Context: an optimization exercise on an open-source flow, tuned for small area. The choices shown serve that exercise and are no tape-out recipe.
Only simulation tests tie the RTL to the original design; equivalence was not proved.
No activity file was given, so power comes from the tool's default toggle rates.

==> flow/design.v <==
module mips32_pipeline_cpu #(
   parameter logic [31:0] RESET_PC  = 32'h0000_0000,
   parameter int unsigned REG_COUNT = 32
) (
   input  logic        clk,
   input  logic        reset,
   input  logic [31:0] imem_data,
   input  logic        imem_ready,
   output logic [31:0] imem_addr,
   input  logic [31:0] dmem_rdata,
   output logic        dmem_we,
   output logic [31:0] dmem_addr,
   output logic [31:0] dmem_wdata,
   output logic [31:0] cycle_count,
   output logic [31:0] inst_count,
   output logic [31:0] branch_predict_correct,
   output logic [31:0] branch_predict_total
);
   localparam logic [5:0] OP_R = 6'h00, OP_J = 6'h02, OP_JAL = 6'h03, OP_BEQ = 6'h04,
                          OP_BNE = 6'h05, OP_ADDI = 6'h08, OP_ADDIU = 6'h09, OP_SLTI = 6'h0A,
                          OP_SLTIU = 6'h0B, OP_ANDI = 6'h0C, OP_ORI = 6'h0D, OP_XORI = 6'h0E,
                          OP_LUI = 6'h0F, OP_LW = 6'h23, OP_SW = 6'h2B;
   typedef enum logic [3:0] {
      ALU_ADD, ALU_SUB, ALU_AND, ALU_OR, ALU_XOR, ALU_NOR, ALU_SLT,
      ALU_SLTU, ALU_SLL, ALU_SRL, ALU_SRA, ALU_LUI, ALU_PC4
   } alu_op_e;
   typedef struct packed {
      logic        valid;
      logic [31:0] instr;
      logic [31:0] pc4;
   } ifid_t;
   typedef struct packed {
      logic        valid;
      alu_op_e     op;
      logic        use_imm, reg_write, mem_read, mem_write, is_beq, is_bne;
      logic [4:0]  rs, rt, dest, shamt;
      logic [31:0] rs_val, rt_val, imm, pc4;
   } idex_t;
   typedef struct packed {
      logic        valid, reg_write, mem_read, mem_write;
      logic [4:0]  rt, dest;
      logic [31:0] result, store;
   } exmem_t;
   typedef struct packed {
      logic        valid, reg_write;
      logic [4:0]  dest;
      logic [31:0] wdata;
   } memwb_t;
   logic [31:0] pc_q, pc_d;
   ifid_t       ifid_q, ifid_d;
   idex_t       idex_q, idex_d;
   exmem_t      exmem_q, exmem_d;
   memwb_t      memwb_q, memwb_d;
   logic [31:0] regs_q [REG_COUNT];
   logic [31:0] cyc_q, inst_q, bp_ok_q, bp_tot_q;
   logic        wb_we, jump, load_use, uses_rs, uses_rt, branch_taken, is_branch;
   logic [5:0]  opc, fn;
   logic [4:0]  rs, rt;
   logic [31:0] rf_rs, rf_rt, fwd_rs, fwd_rt, alu_b, alu, br_target, j_target, pc4_if;
   assign wb_we = memwb_q.valid && memwb_q.reg_write && (memwb_q.dest != 5'd0);
   assign opc   = ifid_q.instr[31:26];
   assign fn    = ifid_q.instr[5:0];
   assign rs    = ifid_q.instr[25:21];
   assign rt    = ifid_q.instr[20:16];
   always_comb begin
      rf_rs = (rs == 5'd0) ? '0 : (wb_we && memwb_q.dest == rs) ? memwb_q.wdata : regs_q[rs];
      rf_rt = (rt == 5'd0) ? '0 : (wb_we && memwb_q.dest == rt) ? memwb_q.wdata : regs_q[rt];
   end
   always_comb begin
      idex_d          = '0;
      idex_d.valid    = ifid_q.valid;
      idex_d.op       = ALU_ADD;
      idex_d.rs       = rs;
      idex_d.rt       = rt;
      idex_d.shamt    = ifid_q.instr[10:6];
      idex_d.rs_val   = rf_rs;
      idex_d.rt_val   = rf_rt;
      idex_d.imm      = {{16{ifid_q.instr[15]}}, ifid_q.instr[15:0]};
      idex_d.pc4      = ifid_q.pc4;
      uses_rs         = 1'b1;
      uses_rt         = 1'b0;
      jump            = 1'b0;
      case (opc)
         OP_R: begin
            uses_rt          = 1'b1;
            idex_d.reg_write = 1'b1;
            idex_d.dest      = ifid_q.instr[15:11];
            case (fn)
               6'h00: begin idex_d.op = ALU_SLL; uses_rs = 1'b0; end
               6'h02: begin idex_d.op = ALU_SRL; uses_rs = 1'b0; end
               6'h03: begin idex_d.op = ALU_SRA; uses_rs = 1'b0; end
               6'h20, 6'h21: idex_d.op = ALU_ADD;
               6'h22, 6'h23: idex_d.op = ALU_SUB;
               6'h24: idex_d.op = ALU_AND;
               6'h25: idex_d.op = ALU_OR;
               6'h26: idex_d.op = ALU_XOR;
               6'h27: idex_d.op = ALU_NOR;
               6'h2A: idex_d.op = ALU_SLT;
               6'h2B: idex_d.op = ALU_SLTU;
               default: begin idex_d.reg_write = 1'b0; uses_rs = 1'b0; uses_rt = 1'b0; end
            endcase
         end
         OP_J:   begin jump = 1'b1; uses_rs = 1'b0; end
         OP_JAL: begin
            jump = 1'b1; uses_rs = 1'b0;
            idex_d.reg_write = 1'b1; idex_d.dest = 5'd31; idex_d.op = ALU_PC4;
         end
         OP_BEQ: begin idex_d.is_beq = 1'b1; uses_rt = 1'b1; end
         OP_BNE: begin idex_d.is_bne = 1'b1; uses_rt = 1'b1; end
         OP_ADDI, OP_ADDIU, OP_SLTI, OP_SLTIU, OP_ANDI, OP_ORI, OP_XORI, OP_LUI, OP_LW: begin
            idex_d.use_imm = 1'b1; idex_d.reg_write = 1'b1; idex_d.dest = rt;
            if (opc == OP_SLTI)  idex_d.op = ALU_SLT;
            if (opc == OP_SLTIU) idex_d.op = ALU_SLTU;
            if (opc == OP_ANDI)  idex_d.op = ALU_AND;
            if (opc == OP_ORI)   idex_d.op = ALU_OR;
            if (opc == OP_XORI)  idex_d.op = ALU_XOR;
            if (opc == OP_LUI)   begin idex_d.op = ALU_LUI; uses_rs = 1'b0; end
            if (opc == OP_LW)    idex_d.mem_read = 1'b1;
            if (opc == OP_ANDI || opc == OP_ORI || opc == OP_XORI)
               idex_d.imm = {16'h0000, ifid_q.instr[15:0]};
         end
         OP_SW:   begin idex_d.use_imm = 1'b1; idex_d.mem_write = 1'b1; end
         default: uses_rs = 1'b0;
      endcase
      jump     = jump && ifid_q.valid;
      load_use = ifid_q.valid && idex_q.valid && idex_q.mem_read && (idex_q.dest != 5'd0) &&
                 ((uses_rs && idex_q.dest == rs) || (uses_rt && idex_q.dest == rt));
      if (!ifid_q.valid || load_use || branch_taken) idex_d = '0;
   end
   always_comb begin
      fwd_rs = idex_q.rs_val;
      fwd_rt = idex_q.rt_val;
      if (idex_q.rs != 5'd0 && exmem_q.valid && exmem_q.reg_write && !exmem_q.mem_read &&
          exmem_q.dest == idex_q.rs)                     fwd_rs = exmem_q.result;
      else if (wb_we && memwb_q.dest == idex_q.rs)       fwd_rs = memwb_q.wdata;
      if (idex_q.rt != 5'd0 && exmem_q.valid && exmem_q.reg_write && !exmem_q.mem_read &&
          exmem_q.dest == idex_q.rt)                     fwd_rt = exmem_q.result;
      else if (wb_we && memwb_q.dest == idex_q.rt)       fwd_rt = memwb_q.wdata;
   end
   always_comb begin
      alu_b = idex_q.use_imm ? idex_q.imm : fwd_rt;
      alu   = '0;
      case (idex_q.op)
         ALU_ADD:  alu = fwd_rs + alu_b;
         ALU_SUB:  alu = fwd_rs - alu_b;
         ALU_AND:  alu = fwd_rs & alu_b;
         ALU_OR:   alu = fwd_rs | alu_b;
         ALU_XOR:  alu = fwd_rs ^ alu_b;
         ALU_NOR:  alu = ~(fwd_rs | alu_b);
         ALU_SLT:  alu = {31'b0, $signed(fwd_rs) < $signed(alu_b)};
         ALU_SLTU: alu = {31'b0, fwd_rs < alu_b};
         ALU_SLL:  alu = fwd_rt << idex_q.shamt;
         ALU_SRL:  alu = fwd_rt >> idex_q.shamt;
         ALU_SRA:  alu = $unsigned($signed(fwd_rt) >>> idex_q.shamt);
         ALU_LUI:  alu = {idex_q.imm[15:0], 16'h0000};
         ALU_PC4:  alu = idex_q.pc4;
         default:  alu = '0;
      endcase
      is_branch    = idex_q.valid && (idex_q.is_beq || idex_q.is_bne);
      branch_taken = idex_q.valid && ((idex_q.is_beq && fwd_rs == fwd_rt) ||
                                      (idex_q.is_bne && fwd_rs != fwd_rt));
      br_target    = idex_q.pc4 + {idex_q.imm[29:0], 2'b00};
      exmem_d.valid     = idex_q.valid;
      exmem_d.reg_write = idex_q.reg_write;
      exmem_d.mem_read  = idex_q.mem_read;
      exmem_d.mem_write = idex_q.mem_write;
      exmem_d.rt        = idex_q.rt;
      exmem_d.dest      = idex_q.dest;
      exmem_d.result    = alu;
      exmem_d.store     = fwd_rt;
   end
   assign dmem_wdata = (wb_we && memwb_q.dest == exmem_q.rt) ? memwb_q.wdata : exmem_q.store;
   assign dmem_addr  = exmem_q.result;
   assign dmem_we    = exmem_q.valid && exmem_q.mem_write;
   assign memwb_d.valid     = exmem_q.valid;
   assign memwb_d.reg_write = exmem_q.reg_write;
   assign memwb_d.dest      = exmem_q.dest;
   assign memwb_d.wdata     = exmem_q.mem_read ? dmem_rdata : exmem_q.result;
   assign pc4_if   = pc_q + 32'd4;
   assign j_target = {ifid_q.pc4[31:28], ifid_q.instr[25:0], 2'b00};
   always_comb begin
      pc_d   = pc_q;
      ifid_d = ifid_q;
      if (branch_taken) begin
         pc_d   = br_target;
         ifid_d = '0;
      end else if (load_use) begin
         pc_d   = pc_q;
      end else if (jump) begin
         pc_d   = j_target;
         ifid_d = '0;
      end else if (!imem_ready) begin
         ifid_d = '0;
      end else begin
         pc_d   = pc4_if;
         ifid_d.valid = 1'b1;
         ifid_d.instr = imem_data;
         ifid_d.pc4   = pc4_if;
      end
   end
   always_ff @(posedge clk or posedge reset) begin
      if (reset) begin
         pc_q     <= RESET_PC;
         ifid_q   <= '0;
         idex_q   <= '0;
         exmem_q  <= '0;
         memwb_q  <= '0;
         cyc_q    <= '0;
         inst_q   <= '0;
         bp_ok_q  <= '0;
         bp_tot_q <= '0;
         for (int unsigned i = 0; i < REG_COUNT; i++) regs_q[i] <= '0;
      end else begin
         pc_q     <= pc_d;
         ifid_q   <= ifid_d;
         idex_q   <= idex_d;
         exmem_q  <= exmem_d;
         memwb_q  <= memwb_d;
         cyc_q    <= cyc_q + 32'd1;
         inst_q   <= inst_q + {31'b0, memwb_q.valid};
         bp_tot_q <= bp_tot_q + {31'b0, is_branch};
         bp_ok_q  <= bp_ok_q + {31'b0, is_branch && !branch_taken};
         if (wb_we) regs_q[memwb_q.dest] <= memwb_q.wdata;
      end
   end
   assign imem_addr              = pc_q;
   assign cycle_count            = cyc_q;
   assign inst_count             = inst_q;
   assign branch_predict_correct = bp_ok_q;
   assign branch_predict_total   = bp_tot_q;
endmodule
==> flow/run.sh <==
#!/bin/bash
# synth_recipe.tcl (not shown) runs the flow's synth.tcl, then flattens the netlist and writes it again
# the make line also repeats each setting of config.mk as NAME=value (left out here)
make -C /OpenROAD-flow-scripts/flow DESIGN_CONFIG=/design/flow/config.mk WORK_HOME=/design/flow/orfs CLKGATE_MAP_FILE= SYNTH_SCRIPT=/design/flow/synth_recipe.tcl finish
==> flow/config.mk <==
export PLATFORM = sky130hd
export DESIGN_NAME = mips32_pipeline_cpu
export DESIGN_NICKNAME = mips32_pipeline_cpu
export VERILOG_FILES = /design/flow/design.v
export SDC_FILE = /design/flow/constraint.sdc
export NUM_CORES = 4
export LEC_CHECK = 0
export CAP_MARGIN = 20
export CORE_MARGIN = 2
export CORE_UTILIZATION = 40
export SLEW_MARGIN = 20
==> flow/constraint.sdc <==
create_clock -name core_clock -period 10.0 [get_ports {clk}]
set_input_delay 2.0000 -clock core_clock [delete_from_list [all_inputs] [get_ports {clk}]]
set_output_delay 2.0000 -clock core_clock [all_outputs]
set_load 0.01 [all_outputs]
==> run summary <==
==> layout by cell type (no fill, tap or decap), types with 148 or more instances in the layout <==
master	netlist	layout
sky130_fd_sc_hd__a21oi_1	363	363
sky130_fd_sc_hd__a221oi_1	223	223
sky130_fd_sc_hd__a22o_1	167	167
sky130_fd_sc_hd__a22oi_1	525	525
sky130_fd_sc_hd__buf_4	51	247
sky130_fd_sc_hd__clkbuf_16	0	165
sky130_fd_sc_hd__clkdlybuf4s50_1	0	291
sky130_fd_sc_hd__dfrtp_1	1473	1464
sky130_fd_sc_hd__inv_1	192	189
sky130_fd_sc_hd__mux2_2	1086	1086
sky130_fd_sc_hd__mux2i_1	148	148
sky130_fd_sc_hd__nand2_1	336	333
sky130_fd_sc_hd__nand3_1	246	242
sky130_fd_sc_hd__nand4_1	237	237
sky130_fd_sc_hd__nor2_1	412	332
sky130_fd_sc_hd__nor3_1	234	227
sky130_fd_sc_hd__o21ai_0	155	155
sky130_fd_sc_hd__xnor2_1	187	187
==> layer usage <==
metal,global-route usage [%],vias up,routed length (um)
met5,0.551,-,390
met4,25.0,25,33500
met3,13.4,1795,52600
met2,51.7,6139,162000
met1,44.8,37100,142000
li1,-,29300,-
==> power breakdown <==
group	leakage (uW)	total, uW	switching, uW	internal, uW
Sequential	0.0203	6600	411	6190
Combinational	0.0187	2480	1650	835
Clock	0.00277	6480	2760	3720
Total	0.0418	15600	4820	10700
==> worst register-to-register path, stage by stage (launching register included) <==
cell and delay [ns]:
sky130_fd_sc_hd__dfrtp_1 0.75, sky130_fd_sc_hd__or3_4 0.27, sky130_fd_sc_hd__o311a_1 0.16, sky130_fd_sc_hd__buf_4 0.40, sky130_fd_sc_hd__and3_2 0.61, sky130_fd_sc_hd__buf_4 0.50
sky130_fd_sc_hd__mux2i_4 0.37, sky130_fd_sc_hd__nand2_1 0.12, sky130_fd_sc_hd__o21ai_0 0.24, sky130_fd_sc_hd__inv_1 0.18, sky130_fd_sc_hd__ha_1 0.34, sky130_fd_sc_hd__o21ba_2 0.22
sky130_fd_sc_hd__o21ai_0 0.50, sky130_fd_sc_hd__a211oi_1 0.22, sky130_fd_sc_hd__o41ai_1 0.90, sky130_fd_sc_hd__a221oi_1 0.32, sky130_fd_sc_hd__o31a_1 0.43, sky130_fd_sc_hd__o211a_1 0.33
sky130_fd_sc_hd__o31ai_1 0.44, sky130_fd_sc_hd__o221ai_1 0.18, sky130_fd_sc_hd__o21ai_0 0.14, sky130_fd_sc_hd__o2111ai_1 0.15
==> cells in the mapped netlist (10+ instances only) <==
| library cell | n |
|---|---|
| sky130_fd_sc_hd__buf_2 | 20 |
| sky130_fd_sc_hd__o21a_1 | 42 |
| sky130_fd_sc_hd__nor3_1 | 234 |
| sky130_fd_sc_hd__mux2_2 | 1086 |
| sky130_fd_sc_hd__xnor2_1 | 187 |
| sky130_fd_sc_hd__a21oi_1 | 363 |
| sky130_fd_sc_hd__a22oi_1 | 525 |
| sky130_fd_sc_hd__o221ai_1 | 40 |
| sky130_fd_sc_hd__o211ai_1 | 15 |
| sky130_fd_sc_hd__a21o_1 | 41 |
| sky130_fd_sc_hd__nor4_1 | 79 |
| sky130_fd_sc_hd__o22ai_1 | 16 |
| sky130_fd_sc_hd__a222oi_1 | 65 |
| sky130_fd_sc_hd__nand3_1 | 246 |
| sky130_fd_sc_hd__mux2i_1 | 148 |
| sky130_fd_sc_hd__buf_4 | 51 |
| sky130_fd_sc_hd__clkbuf_1 | 551 |
| sky130_fd_sc_hd__a31oi_1 | 47 |
| sky130_fd_sc_hd__o2111ai_1 | 16 |
| sky130_fd_sc_hd__mux4_2 | 30 |
| sky130_fd_sc_hd__ha_1 | 147 |
| sky130_fd_sc_hd__a211oi_1 | 27 |
| sky130_fd_sc_hd__a211o_1 | 11 |
| sky130_fd_sc_hd__o32ai_1 | 10 |
| sky130_fd_sc_hd__and4_1 | 10 |
| sky130_fd_sc_hd__a221o_1 | 47 |
| sky130_fd_sc_hd__buf_1 | 100 |
| sky130_fd_sc_hd__and3_1 | 53 |
| sky130_fd_sc_hd__nor2_1 | 412 |
| sky130_fd_sc_hd__or3_1 | 12 |
| sky130_fd_sc_hd__nor2b_1 | 16 |
| sky130_fd_sc_hd__dfrtp_1 | 1473 |
| sky130_fd_sc_hd__nand4_1 | 237 |
| sky130_fd_sc_hd__nand2_1 | 336 |
| sky130_fd_sc_hd__o21bai_1 | 18 |
| sky130_fd_sc_hd__mux2i_2 | 11 |
| sky130_fd_sc_hd__xor2_1 | 86 |
| sky130_fd_sc_hd__a221oi_1 | 223 |
| sky130_fd_sc_hd__and2_1 | 51 |
| sky130_fd_sc_hd__a22o_1 | 167 |
| sky130_fd_sc_hd__nand2b_1 | 41 |
| sky130_fd_sc_hd__o31ai_1 | 40 |
| sky130_fd_sc_hd__inv_1 | 192 |
| sky130_fd_sc_hd__o21ai_0 | 155 |
==> sequential cells by signal, summed over array words and instances, names as in the netlist <==
name and cells:
bp_ok_q 32, bp_tot_q 32, cyc_q 32, exmem_q 78, idex_q 139, ifid_q 65, inst_q 32, memwb_q 39
pc_q 32, regs_q 992
==> stage by stage <==
stage | util (%) | power [uW] | hold slack, ns
after CTS | 46.0 | 15500 | 0.348
after global placement | 43.2 | 9050 | 0.343
after detailed placement | 43.2 | 9070 | 0.335
final | 46.1 | 15600 | 0.348
after global routing | 46.1 | 16000 | 0.354
after floorplan | - | 7970 | 0.331
==> worst min path at each step <==
| stage | from | endpoint | depth (start not counted) |
|---|---|---|---|
| finish | idex_q[150]$_DFF_PP0_ | exmem_q[74]$_DFF_PP0_ | 0 |
| global placement | idex_q[150]$_DFF_PP0_ | exmem_q[74]$_DFF_PP0_ | 0 |
| CTS | idex_q[150]$_DFF_PP0_ | exmem_q[74]$_DFF_PP0_ | 0 |
| floorplan | idex_q[150]$_DFF_PP0_ | exmem_q[74]$_DFF_PP0_ | 0 |
| detailed placement | idex_q[150]$_DFF_PP0_ | exmem_q[74]$_DFF_PP0_ | 0 |
| global route | idex_q[150]$_DFF_PP0_ | exmem_q[74]$_DFF_PP0_ | 0 |
==> final cells by class <==
class / count / area [um^2]
Sequential cell: 1473 / 36900
Clock inverter: 67 / 980
Antenna cell: 14 / 35.0
Clock buffer: 230 / 4720
Fill cell: 18700 / 110000
Inverter: 195 / 736
Timing Repair Buffer: 549 / 4980
Multi-Input combinational cell: 5400 / 42600
Tap cell: 2688 / 3360
==> cells by family after synthesis <==
kind of cell | count (synthesis) | share of synthesized area [%]
simple gates | 1762 | 10.5
compound gates | 1931 | 17.1
flops | 1473 | 44.8
fa+ha+maj | 150 | 2.31
buf+inv | 924 | 4.54
xor+xnor | 273 | 2.90
mux | 1284 | 17.9
==> out/summary.md <==
Dividing the detail-routed via count by the number of cells gives 7.01. Adding up every negative setup slack in the final design gives 0 ns. The total CTS buffers was 165; the final weighted congestion of routability-driven global placement was 1.00.

Summed over all instances, the cell type with the most area after synthesis is sky130_fd_sc_hd__dfrtp_1. The floorplan has 166 rows. Of all flip-flops after synthesis, the portion carrying an async set or reset was 100%. The slew at the pin closest to its max-slew limit was 1.26 ns; the number of hold violations in the final report was 0. The clock drives 1,473 sinks.

292 I/O pins were placed. Global routing finished with a remaining overflow of 0. After detailed routing, the average wire length per cell comes to 36.8 um. Entering global routing, the biggest net connects 174 pins. After technology mapping, the gate count stands at 7,797. The synthesized area divided by synthesized cell count is 10.6 um^2.

Subtracting the final worst setup slack from the clock period gives 7.91 ns. Max-cap violations in this run came to 0. The endpoint identified for the worst register-to-register timing path is exmem_q[59]$_DFF_PP0_. Once the floorplan was initialized, standard cells occupied 40.3% of the core. The post-route fraction of the period consumed by the critical path is 79.1%, and the share of cells above drive strength 1 is 23.0%.

In this run the worst path has a maximum fanout of 38. IR analysis of the VDD net gives a maximum drop of 189 uV. The tools report the via count of the first global-routing pass as 70,900. The area growth from synthesis to layout is 14.5%. The number of placed instances, taps included, is 10,300. TritonCTS built the clock tree. Final-report setup violation count: 0.

The path class of the tightest hold or removal check is flip-flop to flip-flop. The logic depth of the worst register-to-register path is 21. The tools report the total half-perimeter wirelength after legalization and detailed placement as 236 mm. In this run, post-CTS hold repair placed 0 buffers. Of the post-synthesis cell area, the dominant cell type holds 44.8%. The logs give 36.1% for the total track usage and 544 mm for the wire length of the first global-routing pass. Final number of max-transition violations: 0. The tools report the maximum clock rate as 126 MHz. The worst setup path is launched from a flip-flop. Number of resized instances in the post-cts repair step: 0. Critical path startpoint: memwb_q[33]$_DFF_PP0_. The die is 458 um tall. The tools report the maximum buffer depth of the clock tree as 3. Across all layers, the routed design uses 74,400 vias. The final cell count without fillers came out at 10,600.

Yosys mapped the design onto 88 distinct sky130hd cell types. The flow ran to the end and the layout has no timing, DRC or antenna violations. The buffer and inverter count on the worst path was 3; the horizontal extent of the die was 458 um.

Counting buffers and inverters, the worst setup path is 21 cells deep. The reported leakage power is 0.0418 uW. After the first detailed-routing iteration, the DRC count stood at 13,700. The most common flop cell mapped by yosys was sky130_fd_sc_hd__dfrtp_1. The register bit total from synthesis came out at 1,473. The placed instances occupy a cell area of 0.0885 mm^2.

The most critical setup path has its endpoint at exmem_q[59]$_DFF_PP0_. The element type at the critical path end was a flip-flop. After clock tree synthesis, the clock-pin slew on the worst setup and hold paths is 0.07 ns.

The initial antenna violation count came out at 24. The number of enable flip-flop cells after synthesis is 0. For the worst setup slack after placement, the log shows 2.33 ns. The startpoint identified for the worst register-to-register timing path is memwb_q[33]$_DFF_PP0_.

The tools report the largest clock skew in the final design as 0.0582 ns. The worst pin sits at a relative slew slack of 15.7%. The post-layout net count is 8,001, and the sequential area share after synthesis is 44.8%. The post-synthesis cell area is 0.0824 mm^2. After detailed routing, the number of remaining DRC violations is 0. For this block, the routed nets add up to 391 mm of wire. The critical path arrival was 8.62 ns.

In this run the clock root is driven by a sky130_fd_sc_hd__clkbuf_16. The total area inside the core boundary comes to 0.205 mm^2. For this run, the number of Yosys warnings is 2. The detail route stage leaves a number of antenna-violating nets equal to 0. The first detailed-routing pass ran for 12 iterations. Slowest library cell on the worst path: sky130_fd_sc_hd__o41ai_1. The clock latency on the worst-skew pair is 0.88 ns, and the buffers inserted during post-CTS setup optimization is 0. In this run the register-to-register setup slack is 2.09 ns. The critical path goes through or3_4, o311a_1, buf_4, and3_2, buf_4, mux2i_4, nand2_1, o21ai_0, inv_1, ha_1, o21ba_2, o21ai_0, a211oi_1, o41ai_1, a221oi_1, o31a_1, o211a_1, o31ai_1, o221ai_1, o21ai_0, o2111ai_1.

Setup repair after global routing left no endpoint under its margin. The number of nets in the synthesized netlist is 8,014. In the post-synthesis netlist, the biggest area contributors are sky130_fd_sc_hd__dfrtp_1 45%, sky130_fd_sc_hd__mux2_2 15%, sky130_fd_sc_hd__a22oi_1 4.8%, sky130_fd_sc_hd__clkbuf_1 2.5%, sky130_fd_sc_hd__a221oi_1 2.4%.

On the worst path, the slowest cell contributes a delay of 0.90 ns. The power density over cell area was 165 mW/mm^2. Required time of the critical path: 10.71 ns. Grouping stages by cell kind, the critical path spends the most delay in compound AO/OA/AOI/OAI gates. The count of buffers added on input and output ports is 291. Across all setup checks in the final design, the least slack found is 2.09 ns. By instance count, the cell type seen most on the critical path is sky130_fd_sc_hd__o21ai_0. The floorplan step defined a die boundary enclosing 0.210 mm^2.

Final standard cell area without fillers: 0.0943 mm^2. The H-tree level count was 4. By startpoint and endpoint, the worst setup path is classified as flip-flop to flip-flop.

==> separate check: timing with driven ports <==
No port has a modelled driver above. Below, the same layout with a new extraction and two added sets of constraints. Step 1, drivers: a clkbuf_16 drives clk and a buf_2 each remaining input, both assumed. Step 2 moves the port delays by t, midway between the first and last clock arrival at a register: inputs arrive t later, outputs are due t later. That takes back most of the time a late clock gives input paths. Three values: ideal ports, drivers, drivers and shift; two values: the first two.
t (ns): 0.924
setup slack, ns: 2.094 / 2.094 / 2.094
latest minus earliest clock arrival (ns): 0.078 / 0.078
slew at the worst register clock pin (ns): 0.07 / 0.07
After both steps this run still meets setup and hold. For this run, drivers alone change the setup slack by 0.000 ns; drivers and shift together by 0.000 ns.
